Background: an optimization exercise with open tools, aiming at small area. Do not read the settings as production practice.
In this exercise RTL edits were held to simulation tests only and were not proved equivalent to the original.

main:
Design lockInTop, start of the top module:
module lockInTop (
    input  logic               clk,
    input  logic               rstN,
    input  logic        [15:0] divFast,
    input  logic        [15:0] divSlow,
    input  logic signed [15:0] sIn,
    output logic signed [5:0]  modSlope,
    output logic signed [25:0] modOut,
    output logic signed [15:0] demodF,
    output logic signed [15:0] demodFQ,
    output logic signed [15:0] demod2f,
    output logic signed [15:0] demod2fQ,
    output logic signed [15:0] demod3f,
    output logic signed [15:0] demod3fQ
);
Size: about 1600 cells after synthesis, ~260 flip-flops, about 180 I/O pins, about 15000 um2 of cells after synthesis.
clock: 10.0 ns
lec_check: 0
abc_area: 1
cap_margin: 20
core_margin: 2
core_utilization: 40
slew_margin: 20
standard.sh (not shown) runs the stock make flow with config.mk's settings and CLKGATE_MAP_FILE= SYNTH_SCRIPT=/design/flow/synth_recipe.tcl, a recipe that flattens the netlist after the stock synthesis.
==> flow/flow/run.sh <==
#!/bin/bash
# The standard layout (standard.sh), with two changes to how it is built:
#  - the port buffers are plain buf_1 cells (every port still gets its buffer);
#  - clock tree synthesis uses small clock buffers and larger sink clusters.
export BUFFER_PORTS_ARGS="-buffer_cell sky130_fd_sc_hd__buf_1"
if [[ -f flow/cts_args.txt ]]; then
  export CTS_ARGS="$(cat flow/cts_args.txt)"
fi
bash standard.sh > standard.log 2>&1
==> flow/flow/cts_args.txt <==
-sink_clustering_enable -repair_clock_nets -dont_use_dummy_load -buf_list {sky130_fd_sc_hd__clkbuf_8} -root_buf sky130_fd_sc_hd__clkbuf_8 -sink_clustering_size 16 -sink_clustering_max_diameter 60
[inputs] the feature branch vs main
==> flow/flow/cts_args.txt <==
-sink_clustering_enable -repair_clock_nets -dont_use_dummy_load -buf_list {sky130_fd_sc_hd__clkbuf_8 sky130_fd_sc_hd__clkbuf_16} -root_buf sky130_fd_sc_hd__clkbuf_8 -sink_clustering_buffer sky130_fd_sc_hd__clkbuf_16 -sink_clustering_size 30 -sink_clustering_max_diameter 70
Logic depth of the worst setup path including buffers (the feature branch vs. main) increases by more than 10%
Global-route usage across main and the feature branch: no real change.
Share of the final layout cell area in sequential cells (the feature branch over main): decrease, 0.41 points
Final area was higher in the feature branch than in main.
Going from main to the feature branch, fraction of layout cells with a size suffix above 1 shrinks by 0.21 points.
The met2 track utilization from global routing of main and that of the feature branch are within noise of each other.

Setup of before:
lockInTop, a different RTL version from the one above (not shown whole).
Size in the first run: ~1200 cells after synthesis, about 180 I/O pins.
==> flow/config.mk <==
export PLATFORM = sky130hd
export DESIGN_NAME = lockInTop
export DESIGN_NICKNAME = lockInTop
export VERILOG_FILES = /design/flow/design.v
export SDC_FILE = /design/flow/constraint.sdc
export NUM_CORES = 4
export LEC_CHECK = 0
export ABC_AREA = 1
export CAP_MARGIN = 0
export CORE_MARGIN = 2
export CORE_UTILIZATION = 40
export SLEW_MARGIN = 0
==> flow/constraint.sdc <==
create_clock -name core_clock -period 10.0 [get_ports {clk}]
set_input_delay 2.0000 -clock core_clock [delete_from_list [all_inputs] [get_ports {clk}]]
set_output_delay 2.0000 -clock core_clock [all_outputs]
set_load 0.01 [all_outputs]
==> flow/flow/run.sh <==
#!/bin/bash
# The standard layout (standard.sh), with these changes to how it is built:
#  - synthesis is the standard flow's own script, with an area-oriented ABC mapping script
#    (flow/synth_wrap.tcl, flow/abc_area_map.script); flip-flops are mapped as before;
#  - the port buffers are plain buf_1 cells (every port still gets its buffer);
#  - clock tree synthesis uses small clock buffers and no dummy loads (flow/cts_args.txt).
set -euo pipefail
here="$(pwd)"
export BUFFER_PORTS_ARGS="-buffer_cell sky130_fd_sc_hd__buf_1"
export CTS_ARGS="$(cat flow/cts_args.txt)"
export MY_ABC_SCRIPT="$here/flow/abc_area_map.script"
export FLOW_SYNTH_TCL="$here/synth_recipe.tcl"
sed "s|SYNTH_SCRIPT=[^ ]*|SYNTH_SCRIPT=$here/flow/synth_wrap.tcl|" standard.sh > my_standard.sh
bash my_standard.sh > standard.log 2>&1
==> flow/flow/abc_area_map.script <==
strash
dch -f
amap
topo
==> flow/flow/cts_args.txt <==
-sink_clustering_enable -repair_clock_nets -dont_use_dummy_load -buf_list {sky130_fd_sc_hd__clkbuf_4} -root_buf sky130_fd_sc_hd__clkbuf_4 -sink_clustering_buffer sky130_fd_sc_hd__clkbuf_4 -sink_clustering_size 10 -sink_clustering_max_diameter 50
==> flow/flow/synth_wrap.tcl <==
# The standard flow's synthesis script (synth_recipe.tcl), with one change: the ABC mapping step
# uses flow/abc_area_map.script (area-oriented amap) instead of ORFS's ABC script.
# Everything before and after ABC, flip-flop mapping included, is unchanged.
proc abc {args} {
  set i [lsearch $args -script]
  if {$i >= 0} {
    lset args [expr {$i + 1}] $::env(MY_ABC_SCRIPT)
  }
  puts "synth_wrap: abc $args"
  yosys abc {*}$args
}
source $::env(FLOW_SYNTH_TCL)
Relative to before, the following input files were edited for after:
# before
export LEC_CHECK = 0
export ABC_AREA = 1
export CAP_MARGIN = 0
export CORE_MARGIN = 2
export CORE_UTILIZATION = 40
export SLEW_MARGIN = 0
create_clock -name core_clock -period 10.0 [get_ports {clk}]
# after
export LEC_CHECK = 0
export ABC_AREA = 1
export CAP_MARGIN = 0
export CORE_MARGIN = 2
export CORE_UTILIZATION = 55
export PLACE_DENSITY = 0.7
export SLEW_MARGIN = 0
create_clock -name core_clock -period 10.0 [get_ports {clk}]
==> notes.md <==
Source of the critical timing path = l[1]: after; source of the critical timing path = third[0]: before. after ends up with a sequential fraction of total cell area that is 0.46 points higher than in before. Count of different cell masters after synthesis across before and after: no real change. After detailed routing, before needs more wire than after. after reports a higher final worst-path cycle share than before does.

[afterwards: timing with drivers on the ports]
How much do the figures lean on ideal ports? The routed layouts below were timed once more, with nothing changed but the port constraints.
Step 1: set_driving_cell puts a clkbuf_16 on clk and a buf_2 on each other input, an assumption about the parent block.
Step 2 moves the port delays by t, midway between the first and last clock arrival at a register: inputs arrive t later, outputs are due t later. That takes back most of the time a late clock gives input paths.
Slacks: ideal / step 1 / step 2; pairs: ideal / step 1.
run	t (ns)	setup slack, ns	hold slack, ns	cell pins on the clock port's net
main	0.629	0.532 / 0.532 / 0.051	0.435 / 0.435 / 0.435	1
the feature branch	0.655	0.688 / 0.688 / 0.065	0.421 / 0.421 / 0.421	1
before	0.657	0.593 / 0.593 / 0.193	0.427 / 0.427 / 0.427	1
after	0.722	0.538 / 0.538 / 0.054	0.418 / 0.418 / 0.418	1
After both steps every run listed still meets setup and hold. For the feature branch, which loses most, drivers alone change the setup slack by 0.000 ns; drivers and shift together by -0.623 ns.
